Background: an optimization exercise with open tools, aiming at small area and few clock cycles. Do not read the settings as production practice.
The RTL was checked by simulation tests, not by an equivalence proof against the original design.
Power and IR drop assume default switching activity.

`design/flow/run.sh`:
```
#!/bin/bash
# synth_recipe.tcl (not shown) runs the flow's synth.tcl, then flattens the netlist and writes it again
# the make line also repeats each setting of config.mk as NAME=value (left out here)
make -C /OpenROAD-flow-scripts/flow DESIGN_CONFIG=/design/flow/config.mk WORK_HOME=/design/flow/orfs CLKGATE_MAP_FILE= SYNTH_SCRIPT=/design/flow/synth_recipe.tcl finish
```
`design/flow/design.v`:
```
`timescale 1ns/1ps
`default_nettype none
module wr_segment_list (
	input  wire         ddr_user_clk,
	input  wire         ddr_user_sync_rst,
	input  wire         cfg_valid,
	input  wire [511:0] cfg_value,
	input  wire         init_calib_complete,
	input  wire         fifo_empty,
	output logic [28:0] seg_head,        
	output logic [31:0] seg_num,         
	output logic        seg_start,
	output logic        seg_last_seg,    
	input  wire         seg_done         
);
	localparam int DDR_ADDR_W = 29;
	logic [511:0] cfg_list;   
	logic         armed;
	logic         start;
	logic         advance;
	assign start        = armed && !cfg_valid && !fifo_empty && init_calib_complete;
	assign advance      = start || (seg_done && cfg_list != '0);
	assign seg_last_seg = (cfg_list == '0);
	always_ff @(posedge ddr_user_clk) begin
		if (ddr_user_sync_rst)
			armed <= 1'b0;
		else if (cfg_valid)
			armed <= 1'b1;
		else if (start)
			armed <= 1'b0;   
	end
	always_ff @(posedge ddr_user_clk) begin
		if (ddr_user_sync_rst)
			cfg_list <= '0;
		else if (cfg_valid)
			cfg_list <= cfg_value;
		else if (advance)
			cfg_list <= {64'd0, cfg_list[511:64]};   
	end
	always_ff @(posedge ddr_user_clk) begin
		if (advance) begin
			seg_head <= cfg_list[32+DDR_ADDR_W-1:32];
			seg_num  <= cfg_list[31:0];
		end
	end
	always_ff @(posedge ddr_user_clk) begin
		if (ddr_user_sync_rst)
			seg_start <= 1'b0;
		else
			seg_start <= advance;   
	end
endmodule
`default_nettype wire
`timescale 1ns/1ps
`default_nettype none
module wr_addr_gen (
	input  wire         ddr_user_clk,
	input  wire         ddr_user_sync_rst,
	input  wire [28:0]  seg_head,
	input  wire [31:0]  seg_num,
	input  wire         seg_start,
	output logic [28:0] awaddr,
	output logic        awvalid,
	input  wire         awready
);
	localparam int DDR_ADDR_W  = 29;
	localparam int BURST_BYTES = 64;   
	logic [31:0] aw_cnt;    
	logic        aw_fire;
	logic        aw_last;
	assign aw_fire = awvalid && awready;
	assign aw_last = (aw_cnt == seg_num - 32'd1);
	always_ff @(posedge ddr_user_clk) begin
		if (ddr_user_sync_rst) begin
			awvalid <= 1'b0;
			aw_cnt  <= '0;
		end else if (seg_start) begin
			awvalid <= (seg_num != '0);
			aw_cnt  <= '0;
		end else if (aw_fire) begin
			if (aw_last) begin
				awvalid <= 1'b0;   
				aw_cnt  <= '0;
			end else begin
				aw_cnt <= aw_cnt + 32'd1;
			end
		end
	end
	always_ff @(posedge ddr_user_clk) begin
		if (seg_start)
			awaddr <= seg_head;
		else if (aw_fire)
			awaddr <= awaddr + DDR_ADDR_W'(BURST_BYTES);
	end
endmodule
`default_nettype wire
`timescale 1ns/1ps
`default_nettype none
module wr_data_path #(
	parameter int BUF_DEPTH = 16
) (
	input  wire          ddr_user_clk,
	input  wire          ddr_user_sync_rst,
	input  wire [31:0]   seg_num,
	input  wire          seg_start,
	input  wire          seg_last_seg,
	output logic         seg_done,
	output logic         fifo_rd_en,
	input  wire [127:0]  fifo_dout,
	input  wire          fifo_empty,
	output logic [127:0] wdata,
	output logic         wvalid,
	output logic         wlast,
	input  wire          wready,
	output logic         done
);
	localparam int BURST_BEATS = 4;
	localparam int BURST_LEN   = BURST_BEATS - 1;
	localparam int PTR_W  = $clog2(BUF_DEPTH);
	localparam int BEAT_W = $clog2(BURST_BEATS);
	localparam logic [BEAT_W-1:0] LAST_BEAT = BEAT_W'(BURST_LEN);
	logic [127:0]      buf_mem [BUF_DEPTH];
	logic [PTR_W-1:0]  wr_ptr;
	logic [PTR_W-1:0]  rd_ptr;
	logic [PTR_W:0]    fill;        
	logic              push;
	logic              pop;
	logic              active;      
	logic [BEAT_W-1:0] rd_beat;
	logic [31:0]       rd_burst;
	logic [BEAT_W-1:0] w_beat;
	logic [31:0]       w_burst;
	logic              w_burst_last;
	assign fifo_rd_en = active && !fifo_empty && !fill[PTR_W];
	assign push       = fifo_rd_en;
	assign pop        = wvalid && wready;
	always_ff @(posedge ddr_user_clk) begin
		if (ddr_user_sync_rst) begin
			active   <= 1'b0;
			rd_beat  <= '0;
			rd_burst <= '0;
		end else if (seg_start) begin
			active   <= (seg_num != '0);
			rd_beat  <= '0;
			rd_burst <= '0;
		end else if (push) begin
			rd_beat <= (rd_beat == LAST_BEAT) ? '0 : rd_beat + 1'b1;
			if (rd_beat == LAST_BEAT) begin
				if (rd_burst == seg_num - 32'd1) begin
					active   <= 1'b0;   
					rd_burst <= '0;
				end else begin
					rd_burst <= rd_burst + 32'd1;
				end
			end
		end
	end
	always_ff @(posedge ddr_user_clk) begin
		if (push)
			buf_mem[wr_ptr] <= fifo_dout;
	end
	always_ff @(posedge ddr_user_clk) begin
		if (ddr_user_sync_rst) begin
			wr_ptr <= '0;
			rd_ptr <= '0;
			fill   <= '0;
		end else begin
			if (push)
				wr_ptr <= wr_ptr + 1'b1;
			if (pop)
				rd_ptr <= rd_ptr + 1'b1;
			case ({push, pop})
				2'b10:   fill <= fill + 1'b1;
				2'b01:   fill <= fill - 1'b1;
				default: fill <= fill;
			endcase
		end
	end
	assign wvalid       = (fill != '0);
	assign wdata        = buf_mem[rd_ptr];
	assign wlast        = wvalid && (w_beat == LAST_BEAT);
	assign w_burst_last = (w_burst == seg_num - 32'd1);
	assign seg_done     = pop && wlast && w_burst_last;
	always_ff @(posedge ddr_user_clk) begin
		if (ddr_user_sync_rst) begin
			w_beat  <= '0;
			w_burst <= '0;
		end else if (pop) begin
			w_beat <= wlast ? '0 : w_beat + 1'b1;
			if (wlast)
				w_burst <= w_burst_last ? '0 : w_burst + 32'd1;
		end
	end
	always_ff @(posedge ddr_user_clk) begin
		if (ddr_user_sync_rst)
			done <= 1'b0;
		else
			done <= seg_done && seg_last_seg;   
	end
endmodule
`default_nettype wire
`timescale 1ns/1ps
`default_nettype none
module rd_channel (
	input  wire          ddr_user_clk,
	input  wire          ddr_user_sync_rst,
	input  wire          init_calib_complete,
	input  wire          start,
	input  wire [63:0]   cfg_value,
	output logic [28:0]  araddr,
	output logic         arvalid,
	input  wire          arready,
	input  wire [127:0]  rdata,
	input  wire          rvalid,
	input  wire          rlast,
	output logic         rready,
	output logic [127:0] mac_data,
	output logic         mac_data_valid
);
	localparam int DDR_ADDR_W  = 29;
	localparam int BURST_BYTES = 64;
	logic [31:0] rd_num;      
	logic [31:0] ar_cnt;
	logic [31:0] r_cnt;       
	logic        gate;        
	logic        ar_fire;
	logic        r_end;
	assign ar_fire = arvalid && arready;
	assign r_end   = gate && rvalid && rready && rlast;
	always_ff @(posedge ddr_user_clk) begin
		if (ddr_user_sync_rst) begin
			rd_num  <= '0;
			arvalid <= 1'b0;
			ar_cnt  <= '0;
		end else if (start) begin
			rd_num  <= cfg_value[63:32];
			arvalid <= (cfg_value[63:32] != '0);
			ar_cnt  <= '0;
		end else if (ar_fire) begin
			if (ar_cnt == rd_num - 32'd1) begin
				arvalid <= 1'b0;
				ar_cnt  <= '0;
			end else begin
				ar_cnt <= ar_cnt + 32'd1;
			end
		end
	end
	always_ff @(posedge ddr_user_clk) begin
		if (start)
			araddr <= cfg_value[DDR_ADDR_W-1:0];
		else if (ar_fire)
			araddr <= araddr + DDR_ADDR_W'(BURST_BYTES);
	end
	always_ff @(posedge ddr_user_clk) begin
		if (ddr_user_sync_rst) begin
			gate  <= 1'b0;
			r_cnt <= '0;
		end else if (start) begin
			gate  <= (cfg_value[63:32] != '0);
			r_cnt <= '0;
		end else if (r_end) begin
			if (r_cnt == rd_num - 32'd1) begin
				gate  <= 1'b0;   
				r_cnt <= '0;
			end else begin
				r_cnt <= r_cnt + 32'd1;
			end
		end
	end
	always_ff @(posedge ddr_user_clk) begin
		if (ddr_user_sync_rst)
			rready <= 1'b0;
		else
			rready <= init_calib_complete;
	end
	assign mac_data       = rdata;
	assign mac_data_valid = rvalid && gate;   
endmodule
`default_nettype wire
`timescale 1ns/1ps
`default_nettype none
module ddr_xfer_top #(
	parameter int BUF_DEPTH = 16
) (
	input  wire          ddr_user_clk,
	input  wire          ddr_user_sync_rst,
	input  wire          cfg_valid,
	input  wire [511:0]  cfg_value_wr_ddr,
	input  wire [63:0]   cfg_value_rd_ddr,
	input  wire          init_calib_complete,
	input  wire          ddr_to_mac_start,
	input  wire [127:0]  mac_to_ddr_fifo_dout,
	input  wire          mac_to_ddr_fifo_empty,
	output logic         mac_to_ddr_fifo_rd_en,
	output logic         mac_to_ddr_done,
	output logic [127:0] ddr_to_mac_data,
	output logic         ddr_to_mac_data_valid,
	output logic [28:0]  ddr4_axi_awaddr,
	output logic [7:0]   ddr4_axi_awlen,
	output logic         ddr4_axi_awvalid,
	input  wire          ddr4_axi_awready,
	output logic [127:0] ddr4_axi_wdata,
	output logic [15:0]  ddr4_axi_wstrb,
	output logic         ddr4_axi_wlast,
	output logic         ddr4_axi_wvalid,
	input  wire          ddr4_axi_wready,
	input  wire          ddr4_axi_bvalid,
	output logic         ddr4_axi_bready,
	output logic [28:0]  ddr4_axi_araddr,
	output logic [7:0]   ddr4_axi_arlen,
	output logic         ddr4_axi_arvalid,
	input  wire          ddr4_axi_arready,
	input  wire [127:0]  ddr4_axi_rdata,
	input  wire          ddr4_axi_rvalid,
	input  wire          ddr4_axi_rlast,
	output logic         ddr4_axi_rready
);
	localparam int BURST_LEN = 3;   
	logic [28:0] seg_head;
	logic [31:0] seg_num;
	logic        seg_start;
	logic        seg_last_seg;
	logic        seg_done;
	assign ddr4_axi_awlen = 8'(BURST_LEN);
	assign ddr4_axi_arlen = 8'(BURST_LEN);
	assign ddr4_axi_wstrb = '1;
	always_ff @(posedge ddr_user_clk) begin
		if (ddr_user_sync_rst)
			ddr4_axi_bready <= 1'b0;
		else if (init_calib_complete)
			ddr4_axi_bready <= 1'b1;
	end
	wr_segment_list i_wr_segment_list (
		.ddr_user_clk        (ddr_user_clk),
		.ddr_user_sync_rst   (ddr_user_sync_rst),
		.cfg_valid           (cfg_valid),
		.cfg_value           (cfg_value_wr_ddr),
		.init_calib_complete (init_calib_complete),
		.fifo_empty          (mac_to_ddr_fifo_empty),
		.seg_head            (seg_head),
		.seg_num             (seg_num),
		.seg_start           (seg_start),
		.seg_last_seg        (seg_last_seg),
		.seg_done            (seg_done)
	);
	wr_addr_gen i_wr_addr_gen (
		.ddr_user_clk      (ddr_user_clk),
		.ddr_user_sync_rst (ddr_user_sync_rst),
		.seg_head          (seg_head),
		.seg_num           (seg_num),
		.seg_start         (seg_start),
		.awaddr            (ddr4_axi_awaddr),
		.awvalid           (ddr4_axi_awvalid),
		.awready           (ddr4_axi_awready)
	);
	wr_data_path #(
		.BUF_DEPTH (BUF_DEPTH)
	) i_wr_data_path (
		.ddr_user_clk      (ddr_user_clk),
		.ddr_user_sync_rst (ddr_user_sync_rst),
		.seg_num           (seg_num),
		.seg_start         (seg_start),
		.seg_last_seg      (seg_last_seg),
		.seg_done          (seg_done),
		.fifo_rd_en        (mac_to_ddr_fifo_rd_en),
		.fifo_dout         (mac_to_ddr_fifo_dout),
		.fifo_empty        (mac_to_ddr_fifo_empty),
		.wdata             (ddr4_axi_wdata),
		.wvalid            (ddr4_axi_wvalid),
		.wlast             (ddr4_axi_wlast),
		.wready            (ddr4_axi_wready),
		.done              (mac_to_ddr_done)
	);
	rd_channel i_rd_channel (
		.ddr_user_clk        (ddr_user_clk),
		.ddr_user_sync_rst   (ddr_user_sync_rst),
		.init_calib_complete (init_calib_complete),
		.start               (ddr_to_mac_start),
		.cfg_value           (cfg_value_rd_ddr),
		.araddr              (ddr4_axi_araddr),
		.arvalid             (ddr4_axi_arvalid),
		.arready             (ddr4_axi_arready),
		.rdata               (ddr4_axi_rdata),
		.rvalid              (ddr4_axi_rvalid),
		.rlast               (ddr4_axi_rlast),
		.rready              (ddr4_axi_rready),
		.mac_data            (ddr_to_mac_data),
		.mac_data_valid      (ddr_to_mac_data_valid)
	);
endmodule
`default_nettype wire
```
`design/flow/constraint.sdc`:
```
create_clock -name core_clock -period 5.5 [get_ports {ddr_user_clk}]
set_input_delay 1.1000 -clock core_clock [delete_from_list [all_inputs] [get_ports {ddr_user_clk}]]
set_output_delay 1.1000 -clock core_clock [all_outputs]
set_load 0.01 [all_outputs]
```
`design/flow/config.mk`:
```
export PLATFORM = sky130hd
export DESIGN_NAME = ddr_xfer_top
export DESIGN_NICKNAME = ddr_xfer_top
export VERILOG_FILES = /design/flow/design.v
export SDC_FILE = /design/flow/constraint.sdc
export NUM_CORES = 4
export LEC_CHECK = 0
export CAP_MARGIN = 20
export CORE_MARGIN = 2
export CORE_UTILIZATION = 45
export PLACE_DENSITY = 0.6
export SLEW_MARGIN = 20
```
==> flow_summary_export.csv <==
group,metric,value,unit
status,status,"finished clean",
synthesis,synth_xor_area_share,3.36,%
critical_path,r2r_cells,13,
global_routing,grt_pass1_wl,479000,µm
synthesis,synth_commonest_cells,"2167 x edfxtp_1, 734 x dfxtp_1, 621 x mux4_2",
timing,fin_crit,5.01,ns
finish,drive_above_1_share,15.9,%
timing,clock_skew,0.115,ns
floorplan,coreArea,0.259,mm²
critical_path,crit_buf_inv,3,
critical_path,slowest_stage,"dfxtp_4",
timing,setup_ws,0.486,ns
critical_path,cpLargestDelayFamily,"buffers and inverters",
drt,wl_per_cell,29.0,µm
floorplan,chipWidth,515,µm
floorplan,rows,187,
critical_path,endpoint_kind,"primary output",
drt,wirelength,336000,µm
cts,clk_pin_slew,0.06,ns
critical_path,crit_chain,"buf_12 -> buf_12 -> mux4_2 -> mux4_2 -> clkdlybuf4s50_1",
finish,stdcell_count,11600,
finish,fillCellCount,20500,
cts,worst_skew_pair.late_latency,0.95,ns
synthesis,synth_edf_count,2167,
synthesis,netlist_top_cells_area,"edfxtp_1 55%, dfxtp_1 13%, mux4_2 12%",
drt,vias,68500,
placement,place_congestion,0.929,
finish,syn_to_final_growth,19.6,%
min_path,hold_path.class,"register to register",
synthesis,synth_seq_cells,2901,
synthesis,ys_warn_count,5,
timing,finalSetupViolations,0,
timing,rsz0062_at_grt,"no",
synthesis,avgSynthCellArea,16.6,µm²
run,maxCapViolCount,0,
timing,report.final.slew_viol_count,0,
critical_path,critPathKind,"register to primary output",
cts,clk_path_buf_depth,4,
cts,cts_hold_buf,0,
placement,detailed_place_hpwl,214000,µm
cts,cts_buffers,322,
timing,fin_tns_setup,0,ns
drt,drt-pass1-iter-count,5,
global_routing,first_global_vias,68000,
placement,placed_area,0.130,mm²
timing,max_slew_margin,23.1,%
critical_path,cp-start-kind,"register",
synthesis,synth_top_flop_cell,"edfxtp_1",
pwr,p_per_area,334,mW/mm²
drt,drt-vias-per-instance,5.92,
synthesis,synthMuxAreaShare,12.4,%
placement,place_ws,0.659,ns
critical_path,critPathRequiredTime,4.40,ns
synthesis,synth_fa_ha_area_share,0.239,%
synthesis,synth_compound_area_share,5.18,%
synthesis,yosysTopAreaCell,"edfxtp_1",
critical_path,worstPathMaxFanout,34,
cts,cts_tree,"yes",
cts,root_buffer,"clkbuf_16",
critical_path,cp.arrival,3.91,ns
cts,cts_setup_buffers,0,
floorplan,start_util,45.2,%
placement,port_buffers,906,
synthesis,netlist-cell-type-count,78,
synthesis,async_flop_share,0,%
timing,period_share,91.2,%
drt,drc_errors,0,
global_routing,antenna_found_initial,87,
timing,timing.fmax,199,MHz
drt,antenna_violating_nets_post_route,0,
pwr,p_leak,45.2,nW
synthesis,synth.most_common_cell,"edfxtp_1",
global_routing,overflow,0,
global_routing,grt_max_degree,123,
min_path,whs_path_depth,2,
global_routing,track_usage,24.8,%
floorplan,io_pins,1199,
finish,nNetsFinal,8756,
placement,dp.cells,11000,
critical_path,max_stage_delay,0.76,ns
cts,h-tree-depth,5,
floorplan,fp.dieH,515,µm
synthesis,synth.top_cell.area_share,55.5,%
drt,drt_iter0_drc,7128,
pwr,ir_worst_vdd,0.000286,V
cts,cts_sinks,2901,
critical_path,critical_path_depth,5,
floorplan,dieArea,0.265,mm²
timing,finalHoldViolations,0,
synthesis,synth_top_family_by_area,"multiplexers",
synthesis,synthSimpleGateAreaFrac,8.08,%
finish,stdcell_area,0.140,mm²
synthesis,yosysSeqAreaShare,68.0,%
cts,cts.repair.resized,0,
synthesis,synth_cells,7050,
timing,tightest_slew,1.14,ns
synthesis,synth_area,0.117,mm²
-- report_power, final --
part	leakage, nW	switching [mW]	internal [mW]
sequential	25.5	0.361	23.8
combinational	14.8	1.04	1.08
clock	4.90	8.48	12.1
total	45.2	9.88	37.0
-- area by class of cell --
| class | instances | area [µm²] | share of cell area [%] |
|---|---|---|---|
| clock buffer | 408 | 8630 | 6.15 |
| clock inverter | 148 | 1370 | 0.976 |
| inverter | 31 | 116 | 0.0829 |
| sequential | 2901 | 79800 | 56.9 |
| timing repair buffer | 1078 | 11400 | 8.11 |
| multi-input combinational | 3557 | 34700 | 24.7 |
| antenna | 42 | 105 | 0.0749 |
| tap | 3402 | 4260 | 3.03 |
-- placed cells by master (no fill, tap or decap), types with 34 or more instances in the layout --
cell type | Yosys | routed
a221o_1 | 450 | 450
xor2_1 | 186 | 186
diode_2 | 0 | 42
edfxtp_1 | 2167 | 2167
nand2_1 | 245 | 244
buf_4 | 208 | 93
nand4b_1 | 66 | 66
mux2i_1 | 55 | 55
clkinv_2 | 0 | 51
and2_1 | 476 | 476
nor2b_1 | 35 | 34
dfxtp_1 | 734 | 729
xnor2_1 | 179 | 179
nor2_1 | 316 | 304
and3_1 | 44 | 44
a21oi_1 | 107 | 107
nand4_1 | 90 | 90
nor4_1 | 180 | 176
o21ai_0 | 63 | 60
clkinv_1 | 1 | 53
clkbuf_16 | 0 | 329
nor3_1 | 59 | 55
clkbuf_1 | 257 | 69
mux4_2 | 621 | 621
buf_12 | 0 | 82
nand3_1 | 99 | 99
clkdlybuf4s50_1 | 0 | 903
-- cells by family (layout without fill, tap and decap cells) --
kind of cell,count (synthesis),in the layout
other,2,74
DFF,2901,2901
adders and majority gates,22,22
buffers and inverters,622,1665
xor gates and xnor gates,398,398
AOI/OAI and AO/OA,706,706
muxes,678,678
and+or+nand+nor,1721,1721
-- registers in the layout, indices dropped and copies added, names as in the netlist, 2 cells and up, named ones only --
signal / count
i_rd_channel.ar_cnt: 32
i_rd_channel.araddr: 29
i_rd_channel.r_cnt: 32
i_rd_channel.rd_num: 32
i_wr_addr_gen.aw_cnt: 32
i_wr_addr_gen.awaddr: 29
i_wr_data_path.buf_mem: 2048
i_wr_data_path.fill: 5
i_wr_data_path.rd_beat: 2
i_wr_data_path.rd_burst: 32
i_wr_data_path.rd_ptr: 4
i_wr_data_path.w_beat: 2
i_wr_data_path.w_burst: 32
i_wr_data_path.wr_ptr: 4
i_wr_segment_list.cfg_list: 512
i_wr_segment_list.seg_head: 29
i_wr_segment_list.seg_num: 32
-- metal layers --
metal,up-vias,share of wire [%],GRT usage [%]
li1,29600,-,-
met5,-,0.099,0
met4,52,3.8,9.34
met1,35500,43,34.7
met3,707,7.0,4.83
met2,2612,47,38.3
-- worst reg2reg max path, stage by stage (launching register included) --
cell,delay [ns]
edfxtp_1,0.43
inv_1,0.08
ha_1,0.21
nor4b_1,0.42
nand4_1,0.45
o311ai_0,0.44
nand4_1,0.16
nor4_1,0.41
nand4_1,0.30
or4_2,0.90
a211oi_4,0.36
buf_12,0.23
buf_12,0.27
a221o_1,0.21
-- worst paths after layout --
path / slack [ns] / endpoint / from
hold / removal: 0.45 / i_rd_channel.gate$_SDFFE_PP0P_ / i_rd_channel.gate$_SDFFE_PP0P_
setup reg to reg: 0.58 / i_wr_segment_list.cfg_list[177]$_SDFFE_PP0P_ / i_wr_segment_list.seg_num[1]$_DFFE_PP_
setup / recovery: 0.49 / ddr4_axi_wdata[89] / register
hold reg to reg: 0.45 / i_rd_channel.gate$_SDFFE_PP0P_ / i_rd_channel.gate$_SDFFE_PP0P_
-- metrics by stage --
stage	power (mW)	utilization (%)	hold WS [ns]
6_report	46.9	54.1	0.452
2_1_floorplan	25.5	-	0.430
3_3_place_gp	26.7	50.2	0.444
4_1_cts	47.3	54.0	0.454
3_5_place_dp	26.7	50.2	0.444
5_1_grt	48.2	54.1	0.481
Testbench counts, summed over its fixed seeds: cycles 48,956.

## what the ideal ports hide
The results above use ideal ports. As a check the final layout listed here was re-extracted and re-timed, cells and wires unchanged.
Step 1: set_driving_cell puts a clkbuf_16 on ddr_user_clk and a buf_2 on each other input, an assumption about the parent block.
Step 2 also shifts input and output timing later by t, the mid clock arrival at the registers, as if the neighbouring blocks saw the same clock.
Slacks: ideal / step 1 / step 2; pairs: ideal / step 1.
t, ns: 0.978
slack for setup (ns): 0.486 / 0.397 / 0.583
latest minus earliest clock arrival (ns): 0.119 / 0.119
After both steps setup and hold are still met in this run. The setup slack of this run moves by -0.089 ns with the drivers and by +0.097 ns with both steps.
